This is an optimization exercise on Yosys and OpenROAD, whose aim is small area, a short achievable clock period and few clock cycles per item, not a production implementation. The RTL was checked by simulation tests, not by an equivalence proof against the original design. Power and IR drop assume default switching activity.

<file path="design/flow/design.v">
package dll_pkg;
  localparam int MODE_W     = 3;
  localparam int LIST_IN_W  = 2;
  localparam int NODE_IN_W  = 6;
  localparam int NODE_OUT_W = 6;
  typedef enum logic [MODE_W-1:0] {
    MODE_CLEAR    = 3'd0,
    MODE_INS_TAIL = 3'd1,
    MODE_INS_HEAD = 3'd2,
    MODE_DELETE   = 3'd3,
    MODE_GET_HEAD = 3'd4,
    MODE_GET_TAIL = 3'd5
  } mode_t;
  typedef enum logic [1:0] {
    ST_OK       = 2'd0,
    ST_EMPTY    = 2'd1,
    ST_LINKED   = 2'd2,
    ST_UNLINKED = 2'd3
  } status_t;
  typedef struct packed {
    status_t                 status;
    logic [NODE_OUT_W-1:0]   node;
    logic                    empty;
  } res_t;
  function automatic res_t make_res(status_t s, logic [NODE_OUT_W-1:0] n, logic e);
    make_res = {s, n, e};
  endfunction
endpackage
module doubly_linked_list_manager #(
  parameter int NODE_COUNT = 64,
  parameter int LIST_COUNT = 4
) (
  input  logic        clk,
  input  logic        rst_n,
  input  logic        start,
  output logic        busy,
  input  logic [2:0]  in_mode,
  input  logic [1:0]  in_list_id,
  input  logic [5:0]  in_node_index,
  output logic        out_valid,
  output logic [1:0]  out_status,
  output logic [5:0]  out_result_node,
  output logic        out_list_empty
);
  localparam int N = 64;
  localparam int L = 4;
  logic [N-1:0]       lnk_q;
  logic [N-1:0][1:0]  own_q;
  logic [N-1:0][5:0]  nxt_q;
  logic [N-1:0][5:0]  prv_q;
  logic [L-1:0][5:0]  hd_q, tl_q;
  logic [L-1:0]       ne_q;
  logic         v1;
  logic [2:0]   m1;
  logic [1:0]   l1;
  logic [5:0]   x1;
  logic [N-1:0] x1h;
  assign busy = v1 && (m1 == 3'd0);
  always_ff @(posedge clk) begin
    if (!rst_n) v1 <= 1'b0;
    else        v1 <= start && !busy;
    m1 <= in_mode;
    l1 <= in_list_id;
    x1 <= in_node_index;
    for (int i = 0; i < N; i++) x1h[i] <= (in_node_index == 6'(i));
  end
  logic       we2;               
  logic [5:0] wn_a2, wn_d2, wp_a2, wp_d2;
  logic [5:0] x2;
  logic [1:0] ls2;               
  logic       ins2, del2, clr2;  
  logic       hw2, hq2;          
  logic       tw2, tp2;          
  logic       ns2, nc2;          
  logic [L-1:0][5:0] hd_d, tl_d;
  logic [L-1:0]      ne_d;
  logic [L-1:0]      hw_j, tw_j;
  always_comb begin
    hd_d = hd_q;
    tl_d = tl_q;
    ne_d = ne_q;
    for (int j = 0; j < L; j++) begin
      hw_j[j] = hw2 && (ls2 == 2'(j));
      tw_j[j] = tw2 && (ls2 == 2'(j));
      if (hw_j[j]) hd_d[j] = hq2 ? wn_d2 : x2;
      if (tw_j[j]) tl_d[j] = tp2 ? wp_d2 : x2;
      if (ns2 && ls2 == 2'(j)) ne_d[j] = 1'b1;
      if (nc2 && ls2 == 2'(j)) ne_d[j] = 1'b0;
    end
  end
  always_ff @(posedge clk) begin
    if (!rst_n) ne_q <= '0;
    else        ne_q <= ne_d;
    hd_q <= hd_d;
    tl_q <= tl_d;
  end
  for (genvar i = 0; i < N; i++) begin : g_node
    always_ff @(posedge clk) begin
      if (!rst_n) lnk_q[i] <= 1'b0;
      else if (x2 == 6'(i) && ins2) lnk_q[i] <= 1'b1;
      else if (x2 == 6'(i) && del2) lnk_q[i] <= 1'b0;
      else if (clr2 && own_q[i] == ls2) lnk_q[i] <= 1'b0;
      if (ins2 && x2 == 6'(i)) own_q[i] <= ls2;
      if (we2 && wn_a2 == 6'(i)) nxt_q[i] <= wn_d2;
      if (we2 && wp_a2 == 6'(i)) prv_q[i] <= wp_d2;
    end
  end
  logic       rl;
  logic [5:0] rp, rq;
  always_comb begin
    rl = 1'b0;
    rp = '0;
    rq = '0;
    for (int i = 0; i < N; i++) begin
      rl = rl | (x1h[i] & lnk_q[i]);
      rp = rp | ({6{x1h[i]}} & prv_q[i]);
      rq = rq | ({6{x1h[i]}} & nxt_q[i]);
    end
  end
  logic       xeq;
  logic       rk;
  logic [5:0] fp, fq;
  assign xeq = (x2 == x1);
  always_comb begin
    rk = (xeq && (ins2 || del2)) ? ins2 : rl;
    fp = (we2 && wp_a2 == x1) ? wp_d2 : rp;
    fq = (we2 && wn_a2 == x1) ? wn_d2 : rq;
  end
  logic [L-1:0] ph, qt;
  logic         ceq_q, ceq_p;
  logic         rpn, rqn;
  logic [1:0]   rown;
  assign ceq_q = (wn_d2 == x1);
  assign ceq_p = (wp_d2 == x1);
  always_comb begin
    for (int j = 0; j < L; j++) begin
      ph[j] = ne_d[j] && (hw_j[j] ? (hq2 ? ceq_q : xeq) : (hd_q[j] == x1));
      qt[j] = ne_d[j] && (tw_j[j] ? (tp2 ? ceq_p : xeq) : (tl_q[j] == x1));
    end
    rpn = |ph;
    rqn = |qt;
    rown[0] = ph[1] | ph[3] | qt[1] | qt[3];
    rown[1] = ph[2] | ph[3] | qt[2] | qt[3];
  end
  logic [5:0] h1, t1;
  logic       e1;
  assign h1 = hd_d[l1];
  assign t1 = tl_d[l1];
  assign e1 = !ne_d[l1];
  logic i_t, i_h, i_d, i_c, i_lk;
  assign i_t  = v1 && (m1 == 3'd1) && !rk;
  assign i_h  = v1 && (m1 == 3'd2) && !rk;
  assign i_d  = v1 && (m1 == 3'd3) && rk;
  assign i_c  = v1 && (m1 == 3'd0);
  assign i_lk = i_d && !rpn && !rqn;
  always_ff @(posedge clk) begin
    if (!rst_n) begin
      we2  <= 1'b0;
      ins2 <= 1'b0;
      del2 <= 1'b0;
      clr2 <= 1'b0;
      hw2  <= 1'b0;
      tw2  <= 1'b0;
      ns2  <= 1'b0;
      nc2  <= 1'b0;
    end else begin
      we2  <= ((i_t || i_h) && !e1) || i_lk;
      ins2 <= i_t || i_h;
      del2 <= i_d;
      clr2 <= i_c;
      hw2  <= i_h || (i_t && e1) || (i_d && rpn && !rqn);
      tw2  <= i_t || (i_h && e1) || (i_d && rqn && !rpn);
      ns2  <= i_t || i_h;
      nc2  <= i_c || (i_d && rpn && rqn);
    end
    hq2 <= !(m1[1] ^ m1[0]);    
    tp2 <= !(m1[1] ^ m1[0]);
    x2  <= x1;
    ls2 <= (m1 == 3'd3) ? rown : l1;
    if (m1 == 3'd1) begin
      wn_a2 <= t1; wn_d2 <= x1;
      wp_a2 <= x1; wp_d2 <= t1;
    end else if (m1 == 3'd2) begin
      wn_a2 <= x1; wn_d2 <= h1;
      wp_a2 <= h1; wp_d2 <= x1;
    end else begin
      wn_a2 <= fp; wn_d2 <= fq;
      wp_a2 <= fq; wp_d2 <= fp;
    end
  end
  logic [1:0] rs;
  logic [5:0] rn;
  logic       re;
  always_comb begin
    rs = 2'd0;
    rn = 6'd0;
    re = e1;
    unique case (m1)
      3'd0: re = 1'b1;
      3'd1, 3'd2: begin
        if (rk) rs = 2'd2;
        else re = 1'b0;
      end
      3'd3: begin
        if (!rk) begin rs = 2'd3; re = 1'b0; end
        else re = rpn && rqn;
      end
      3'd4, 3'd5: begin
        if (e1) rs = 2'd1;
        else rn = (m1 == 3'd4) ? h1 : t1;
      end
      default: ;
    endcase
  end
  logic       ov;
  logic [1:0] os;
  logic [5:0] on;
  logic       oe;
  always_ff @(posedge clk) begin
    if (!rst_n) ov <= 1'b0;
    else        ov <= v1;
    os <= rs;
    on <= rn;
    oe <= re;
  end
  assign out_valid       = ov;
  assign out_status      = os;
  assign out_result_node = on;
  assign out_list_empty  = oe;
endmodule
</file>
<file path="design/flow/run.sh">
#!/bin/bash
# synth_recipe.tcl (not shown) runs the flow's synth.tcl, then flattens the netlist and writes it again
# the make line also repeats each setting of config.mk as NAME=value (left out here)
make -C /OpenROAD-flow-scripts/flow DESIGN_CONFIG=/design/flow/config.mk WORK_HOME=/design/flow/orfs CLKGATE_MAP_FILE= SYNTH_SCRIPT=/design/flow/synth_recipe.tcl finish
</file>
<file path="design/flow/config.mk">
export PLATFORM = sky130hd
export DESIGN_NAME = doubly_linked_list_manager
export DESIGN_NICKNAME = doubly_linked_list_manager
export VERILOG_FILES = /design/flow/design.v
export SDC_FILE = /design/flow/constraint.sdc
export NUM_CORES = 4
export LEC_CHECK = 0
export CAP_MARGIN = 30
export CORE_MARGIN = 2
export CORE_UTILIZATION = 60
export CTS_BUF_LIST = sky130_fd_sc_hd__clkbuf_8 sky130_fd_sc_hd__clkbuf_16
export CTS_CLUSTER_DIAMETER = 100
export CTS_CLUSTER_SIZE = 30
export PLACE_DENSITY = 0.72
export SETUP_SLACK_MARGIN = 3.4
export SLEW_MARGIN = 30
</file>
<file path="design/flow/constraint.sdc">
create_clock -name core_clock -period 5.5 [get_ports {clk}]
set_input_delay 1.1000 -clock core_clock [delete_from_list [all_inputs] [get_ports {clk}]]
set_output_delay 1.1000 -clock core_clock [all_outputs]
set_load 0.01 [all_outputs]
</file>
==> impl_results.md, run 1 <==
- GPL Wtd Cong: 1.00
- Worst slew pin tran: 1.02 ns
- Rows: 98
- Max-slew violations: 0
- Num CTS Buffers: 43
- Clock power share: 0.260
- # port buffers: 24
- Final setup viols: 0
- Final Hold Vio Count: 0
- Area grow syn2layout: 19.1%
- Sw Ratio: 0.250
- Startpoint Class: flip-flop
- Starting Density: 0.606
- Initial antenna violation count: 4
- DRC Markers: 0
- TNS Setup: 0 ns
- Internal: 11.7 mW
- HP Start: x1[1]
- Static Leakage: 16.6 nW
- Area of the multi-input gates: 12,900 um2
- Worst Path Required: 5.90 ns
- Detailed Route Iter0 Violations: 5,394
- Seq pwr share: 0.617
- Hpwl dp: 97.2 mm
- Top Layer Used: met5
- Crit end category: flip-flop
- Clock sink count: 1,126
- Mean Syn Cell Area: 14.6 um2
- Final Util: 0.721
- Filler instances: 4,453
- Seq/Total Area, Yosys: 0.732
- First-pass GRT wire length: 212 mm
- Place WS: 2.09 ns
- Commonest register cell after synthesis: edfxtp_1
- Bufs on Longest Clock Path: 3
- Vias/cell: 7.24
- Worst relative slew slack: 0.321
- WL final: 158 mm
- I/O pins: 25
- Die span in x: 272 um
- Die footprint: 74,200 um2
- CTS Root Cell: clkbuf_16
- Met1 Wirelength: 53.6 mm
- Mapped Cells: 2,952
- Status: timing/DRC/antenna clean
- Routed wl met3: 26.0 mm
- Post-route minimum period: 2.83 ns
- Clock skew: 0.0390 ns
- FF+latch count, synth: 1,126
- Crit path from: x1h[52]
- Placed Area: 45,600 um2
- Syn nets: 2,970
- Largest net degree at the start of global routing: 72
- Synthesized area: 43,200 um2
- Worst r2r src: x1h[52]
- Remaining antenna violation count: 0
- H-Tree Level Count: 2
- Fin crit share: 0.514
- Vias in the first global route: 27,700
- CP max FO: 12
- Met2 Wirelength: 66.3 mm
- Clock Latency Late Sink: 0.69 ns
- CTS tree: done
- Grt total ovfl: 0
- Storage cell area: 31,800 um2
- Power Density: 304 nW/um2
- Crit Path Class: flip-flop to flip-flop
- Core Area: 71,400 um2
- WHS: 0.399 ns
- Net load switching power: 3.91 mW
- Peak VDD IR: 351 uV
- Post-synth EDFFs: 908
- DIE HEIGHT: 272 um
- Finished Cell Area: 51,500 um2
- Distinct cell type count after synthesis: 63
- Via count: 30,100
- Comb power frac: 0.123
- Asr flop ratio synth: 0
- Worst Hold Class: flip-flop to flip-flop
- DR WL/cell: 37.9 um
- Yosys warning count: 1
- Fmax: 354 MHz
- Share of cells above drive strength 1: 0.252
- GRT Overall Usage: 0.412
- Nets: 3,198
- Worst EP arrival: 3.23 ns
- RSZ-0062 raised after global routing: true
- Max Cap Violations: 0
- Clk pin slew, worst setup/hold paths: 0.12 ns
- Pre-antenna DRT Iters: 9
- Final worst slack: 2.67 ns
[stage by stage]
| stage | instances | total power [mW] |
|---|---|---|
| global placement | 3834 | 11.1 |
| CTS | 4048 | 15.3 |
| detailed placement | 3838 | 11.2 |
| finish | 4159 | 15.6 |
| floorplan | 2952 | 10.7 |
| global route | 4157 | 15.9 |
[cells in the mapped netlist (3+ instances only)]
cell type    n  area (um2)
a21o_1      14         105
a21oi_1     89         445
a221oi_1    79         692
a221oi_2     8         120
a222oi_1    12         120
a22o_1      86         753
a22oi_1    220        1650
a31oi_1      5        31.3
a32oi_1     62         543
and2_1       7        43.8
and3_1       4        25.0
buf_1        3        11.3
buf_2       41         205
clkbuf_1   129         484
dfxtp_1    218        4360
edfxtp_1   908       27300
ha_1         4        50.1
inv_1       56         210
mux2i_1     17         170
mux4_2      13         293
nand2_1    101         379
nand2b_1     9        56.3
nand3_1     49         245
nand3b_1     8        60.1
nand4_1     85         532
nor2_1     321        1200
nor2b_1     79         494
nor3_1      12        60.1
nor4_1      19         119
o21a_1      44         330
o21ai_0      5        25.0
o31ai_1     10        75.1
o32ai_1      6        52.6
or3b_2       3        26.3
xnor2_1    158        1380
xor2_1      36         315
[layout by cell type, fill, tap and decap left out, drive strengths merged, types with 4 or more instances in the layout]
cell type | synthesis | routed
edfxtp | 908 | 908
buf | 44 | 332
nor2 | 321 | 321
a22oi | 221 | 221
dfxtp | 218 | 218
xnor2 | 158 | 158
nand2 | 101 | 101
a21oi | 89 | 89
a221oi | 87 | 87
a22o | 86 | 86
nand4 | 85 | 85
inv | 57 | 83
nor2b | 79 | 79
a32oi | 62 | 62
nand3 | 49 | 49
clkbuf | 129 | 47
o21a | 44 | 44
xor2 | 36 | 36
nor4 | 19 | 19
mux2i | 17 | 17
a21o | 14 | 14
mux4 | 13 | 13
nor3 | 13 | 13
a222oi | 12 | 12
clkdlybuf4s50 | 0 | 12
o31ai | 10 | 10
nand3b | 9 | 9
nand2b | 9 | 9
and2 | 8 | 9
o32ai | 7 | 7
bufbuf | 0 | 7
a31oi | 5 | 5
o21ai | 5 | 5
and3 | 4 | 4
ha | 4 | 4
[worst paths after layout]
path / to / slack, ns / cells past startpoint
max: wn_d2[0] / 2.67 / 7
min: x2[1] / 0.40 / 0
max reg2reg: wn_d2[0] / 2.67 / 7
min reg2reg: x2[1] / 0.40 / 0
[timing repair]
item,4_1_cts,5_1_grt
pin swaps,85,92
endpoints found under the hold margin,0,0
hold buffers,0,0
gates resized for setup,358,171
setup buffers,131,103
endpoints found under the setup margin,818,593
cloned,7,6
[final cells by class]
class / instances / area share
sequential: 1126 / 0.618
multi-input combinational: 1597 / 0.251
timing repair buffer: 355 / 0.0801
tap: 950 / 0.0231
clock buffer: 43 / 0.0209
inverter: 57 / 0.00430
clock inverter: 29 / 0.00304
antenna: 2 / 0.0000972
[power by group through the flow]
stage	clock, mW	sequential, mW	combinational [mW]
final	4.06	9.65	1.92
after global routing	4.31	9.66	1.96
after CTS	4.03	9.67	1.61
after detailed placement	0	9.94	1.24
after global placement	0	9.94	1.21
after floorplan	0	9.98	0.698
[sequential cells by signal, indices dropped and copies added (netlist names), 24 cells and up]
signal / flops
own_q: 128
lnk_q: 64
prv_q: 384
x1h: 64
tl_q: 24
nxt_q: 384
hd_q: 24
[worst max-delay path, stage by stage, from the launching register on]
cell	delay, ns
dfxtp_1	0.34
buf_4	0.21
a22oi_2	0.38
nand4_1	0.23
nor4_4	0.38
nand4_1	0.49
o31ai_2	0.42
a21oi_1	0.11
[logic make-up (layout without fill, tap and decap cells)]
kind of cell | after synthesis | count (layout) | synth area share
other cells | 0 | 2 | 0
flops | 1126 | 1126 | 0.732
buf+inv | 230 | 484 | 0.0212
mux | 30 | 30 | 0.0107
simple gates | 712 | 713 | 0.0780
xor+xnor | 194 | 194 | 0.0393
compound gates | 656 | 656 | 0.118
fa+ha+maj | 4 | 4 | 0.00116
[per-layer routing]
layer,vias to the layer above,GRT usage
met5,-,0
met4,2,0.234
met3,631,0.143
met2,2820,0.585
met1,14800,0.558
li1,11800,-
Testbench counts, summed over its fixed seeds: cycles 12,149, ops 12,000.
==> inputs of run 2 (changes only) <==
==> design/flow/config.mk (replaced) <==
export PLATFORM = sky130hd
export DESIGN_NAME = doubly_linked_list_manager
export DESIGN_NICKNAME = doubly_linked_list_manager
export VERILOG_FILES = /design/flow/design.v
export SDC_FILE = /design/flow/constraint.sdc
export NUM_CORES = 4
export LEC_CHECK = 0
export CAP_MARGIN = 20
export CORE_MARGIN = 2
export CORE_UTILIZATION = 40
export SETUP_SLACK_MARGIN = 3.5
export SLEW_MARGIN = 20
==> run 2 against run 1 <==
  * Non-clock buffer count up 38
  * Clock power up 93%
  * Sequential share of layout area down 4.2 points
  * Flip-flop and latch count unchanged
  * Final area up 7.4%
  * Combinational power about the same
  * Core utilization down 21 points
  * First-iteration DRC count down 6.5%
  * Total power up 24%
  * Highest routed layer unchanged
==> impl_results.md, run 2 <==
- Mapped Cells: 2,952 (unchanged)
- Vias in the first global route: 28,400 (was 27,700)
- Worst relative slew slack: 0.325 (was 0.321)
- Pre-antenna DRT Iters: 8 (was 9)
- Fmax: 351 MHz (was 354 MHz)
- Initial antenna violation count: 7 (was 4)
- Top post-synthesis cells by count: edfxtp_1 (908), nor2_1 (321), a22oi_1 (220) (unchanged)
- Nets: 3,304 (was 3,198)
- DRC Markers: 0 (unchanged)
- Distinct cell type count after synthesis: 63 (unchanged)
- Clock sink count: 1,126 (unchanged)
- Die span in x: 333 um (was 272 um)
- Syn nets: 2,970 (unchanged)
- Bufs on Longest Clock Path: 3 (unchanged)
- Largest net degree at the start of global routing: 72 (unchanged)
- Clock Latency Late Sink: 0.74 ns (was 0.69 ns)
- Top cells by area, synth: edfxtp_1 (63%), dfxtp_1 (10%), a22oi_1 (3.8%) (unchanged)
- Detailed Route Iter0 Violations: 5,044 (was 5,394)
- Peak VDD IR: 254 uV (was 351 uV)
- Worst Hold Class: flip-flop to flip-flop (unchanged)
- CTS Hold Bufs: 0 (unchanged)
- Clk pin slew, worst setup/hold paths: 0.06 ns (was 0.12 ns)
- H-Tree Level Count: 3 (was 2)
- Critical path's largest stage delay: 0.58 ns (was 0.49 ns)
- RSZ-0062 raised after global routing: true (unchanged)
- Area grow syn2layout: 27.9% (was 19.1%)
- Top cell type by total area after synthesis: edfxtp_1 (unchanged)
- Commonest non-fill, non-tap cell in the layout: edfxtp_1 (unchanged)
- Place WS: 1.98 ns (was 2.09 ns)
- Grt total ovfl: 0 (unchanged)
- FF+latch count, synth: 1,126 (unchanged)
- Final worst slack: 2.65 ns (was 2.67 ns)
- Share of cells above drive strength 1: 0.292 (was 0.252)
- Most frequent cells in the layout: edfxtp_1 (908), buf_4 (223), a22oi_1 (202), nor2_1 (172), xnor2_1 (152) (was edfxtp_1 (908), a22oi_1 (196), buf_4 (188), nor2_1 (177), dfxtp_1 (157))
- Area of the multi-input gates: 13,100 um2 (was 12,900 um2)
- Final Hold Vio Count: 0 (unchanged)
- Die footprint: 111,000 um2 (was 74,200 um2)
- Num CTS Buffers: 112 (was 43)
- Core Area: 107,000 um2 (was 71,400 um2)
- Worst EP arrival: 3.29 ns (was 3.23 ns)
- GRT Overall Usage: 0.292 (was 0.412)
- Asr flop ratio synth: 0 (unchanged)
- Post-synth EDFFs: 908 (unchanged)
- I/O pins: 25 (unchanged)
- Most frequent cell after synthesis: edfxtp_1 (unchanged)
- GPL Wtd Cong: 0.948 (was 1.00)
- Most used cell along the critical path: nand4_1 (unchanged)
- TNS Setup: 0 ns (unchanged)
- Slowest stage cell, crit path: nor4_4 (was nand4_1)
- DR WL/cell: 35.3 um (was 37.9 um)
- Regs by FF count: nxt_q x384, prv_q x384, own_q x128 (unchanged)
- Post-route minimum period: 2.85 ns (was 2.83 ns)
- Starting Density: 0.403 (was 0.606)
- First-pass GRT wire length: 226 mm (was 212 mm)
- R2R Setup Slk: 2.65 ns (was 2.67 ns)
- Crit end category: flip-flop (unchanged)
- Max Cap Violations: 0 (unchanged)
- Share of the synthesized area in the top cell type: 0.631 (unchanged)
- Remaining antenna violation count: 0 (unchanged)
- Storage cell area: 31,800 um2 (about the same)
- Via count: 30,300 (was 30,100)
- Vias/cell: 6.33 (was 7.24)
- Static Leakage: 18.1 nW (was 16.6 nW)
- # port buffers: 24 (unchanged)
- CTS Root Cell: clkbuf_16 (unchanged)
- Crit Path Class: flip-flop to flip-flop (unchanged)
- Crit-path cells: buf_4, a22oi_2, nand4_1, nor4_4, nand4_1, o31ai_1, a21oi_1 (was buf_4, a22oi_2, nand4_1, nor4_4, nand4_1, o31ai_2, a21oi_1)
- Final setup viols: 0 (unchanged)
- Worst slew pin tran: 1.01 ns (was 1.02 ns)
- Hpwl dp: 104 mm (was 97.2 mm)
- CTS tree: done (unchanged)
- Fin crit share: 0.517 (was 0.514)
- Max-slew violations: 0 (unchanged)
- Power Density: 351 nW/um2 (was 304 nW/um2)
- Yosys warning count: 1 (unchanged)
- Filler instances: 8,595 (was 4,453)
- Clock skew: 0.0341 ns (was 0.0390 ns)
- Seq/Total Area, Yosys: 0.732 (unchanged)
- Synthesized area: 43,200 um2 (unchanged)
- WL final: 169 mm (was 158 mm)
- Worst Path Required: 5.95 ns (was 5.90 ns)
- Startpoint Class: flip-flop (unchanged)
- CP max FO: 11 (was 12)
- Status: timing/DRC/antenna clean (unchanged)
- Rows: 120 (was 98)
- DIE HEIGHT: 333 um (was 272 um)
- Mean Syn Cell Area: 14.6 um2 (unchanged)
- Commonest register cell after synthesis: edfxtp_1 (unchanged)
[run 2: area by class of cell]
cell class	count	area share
clock inverter	61	0.0124
clock buffer	150	0.0549
inverter	57	0.00401
sequential	1126	0.575
timing repair buffer	393	0.0843
multi-input combinational	1596	0.237
tap	1403	0.0317
antenna	7	0.000317
[run 2: logic make-up (layout without fill, tap and decap cells)]
group,Yosys count,count (layout),share of synthesized area
simple gates,712,712,0.0780
other cells,0,7,0
flops,1126,1126,0.732
xor+xnor,194,194,0.0393
compound gates,656,656,0.118
buf+inv,230,661,0.0212
mux,30,30,0.0107
fa+ha+maj,4,4,0.00116
[run 2: worst paths after layout]
path,startpoint,depth (start not counted),end
max,x1h[55],7,wn_d2[2]
min,x1[1],0,x2[1]
max reg2reg,x1h[55],7,wn_d2[2]
min reg2reg,x1[1],0,x2[1]
[run 2: stage by stage]
step / power, mW / hold slack (ns) / util / cells / area, um2
2_1_floorplan: 10.7 / 0.326 / - / 2952 / 44400
3_3_place_gp: 11.2 / 0.515 / 0.430 / 4295 / 46100
3_5_place_dp: 11.2 / 0.519 / 0.430 / 4296 / 46100
4_1_cts: 19.2 / 0.507 / 0.496 / 4670 / 53200
5_1_grt: 19.8 / 0.396 / 0.516 / 4786 / 55300
6_report: 19.4 / 0.397 / 0.516 / 4793 / 55300
[run 2: what timing repair did]
item	4_1_cts	5_1_grt
setup endpoints to repair	1206	658
cloned	6	6
pin swaps	114	101
resized for setup	414	191
setup buffers	157	110
[run 2: routing by layer]
metal | wire (um) | GRT usage | share of wire
met1 | 62300 | 0.394 | 0.37
met2 | 73800 | 0.438 | 0.44
met4 | 8920 | 0.125 | 0.053
met3 | 24100 | 0.0861 | 0.14
met5 | 35 | 0 | 0.00021
[run 2: critical path: cells and delay by family (launching register included)]
kind | cells | cell delay [ns]
AND/OR/NAND/NOR | 3 | 1.19
flip-flops | 1 | 0.34
buffers and inverters | 1 | 0.29
AO/OA/AOI/OAI | 3 | 0.74
[run 2: where the power goes]
group          leakage [nW]  switching (mW)  internal (mW)  total, mW
Sequential             10.0           0.111           9.54       9.65
Clock                  1.80            3.41           4.42       7.83
Combinational          6.27            1.23          0.686       1.92
Total                  18.1            4.75           14.7       19.4

==> what the ideal ports hide <==
In the flow no input, the clock included, has a driving cell. The finished layouts below were timed again as built, in two steps. Step 1: set_driving_cell puts a clkbuf_16 on clk and a buf_2 on each other input, an assumption about the parent block. Step 2 also shifts input and output timing later by t, the mid clock arrival at the registers, as if the neighbouring blocks saw the same clock. Three values: ideal ports, drivers, drivers and shift; two values: the first two.
| run | t (ns) | slack for setup (ns) | worst register clock-pin slew, ns | worst slew at a driven data input, ns |
|---|---|---|---|---|
| run 1 | 0.730 | 2.673 / 2.673 / 2.673 | 0.12 / 0.12 | 0.04 |
| run 2 | 0.790 | 2.654 / 2.654 / 2.654 | 0.07 / 0.07 | 0.05 |
After both steps setup and hold are still met in every run listed.
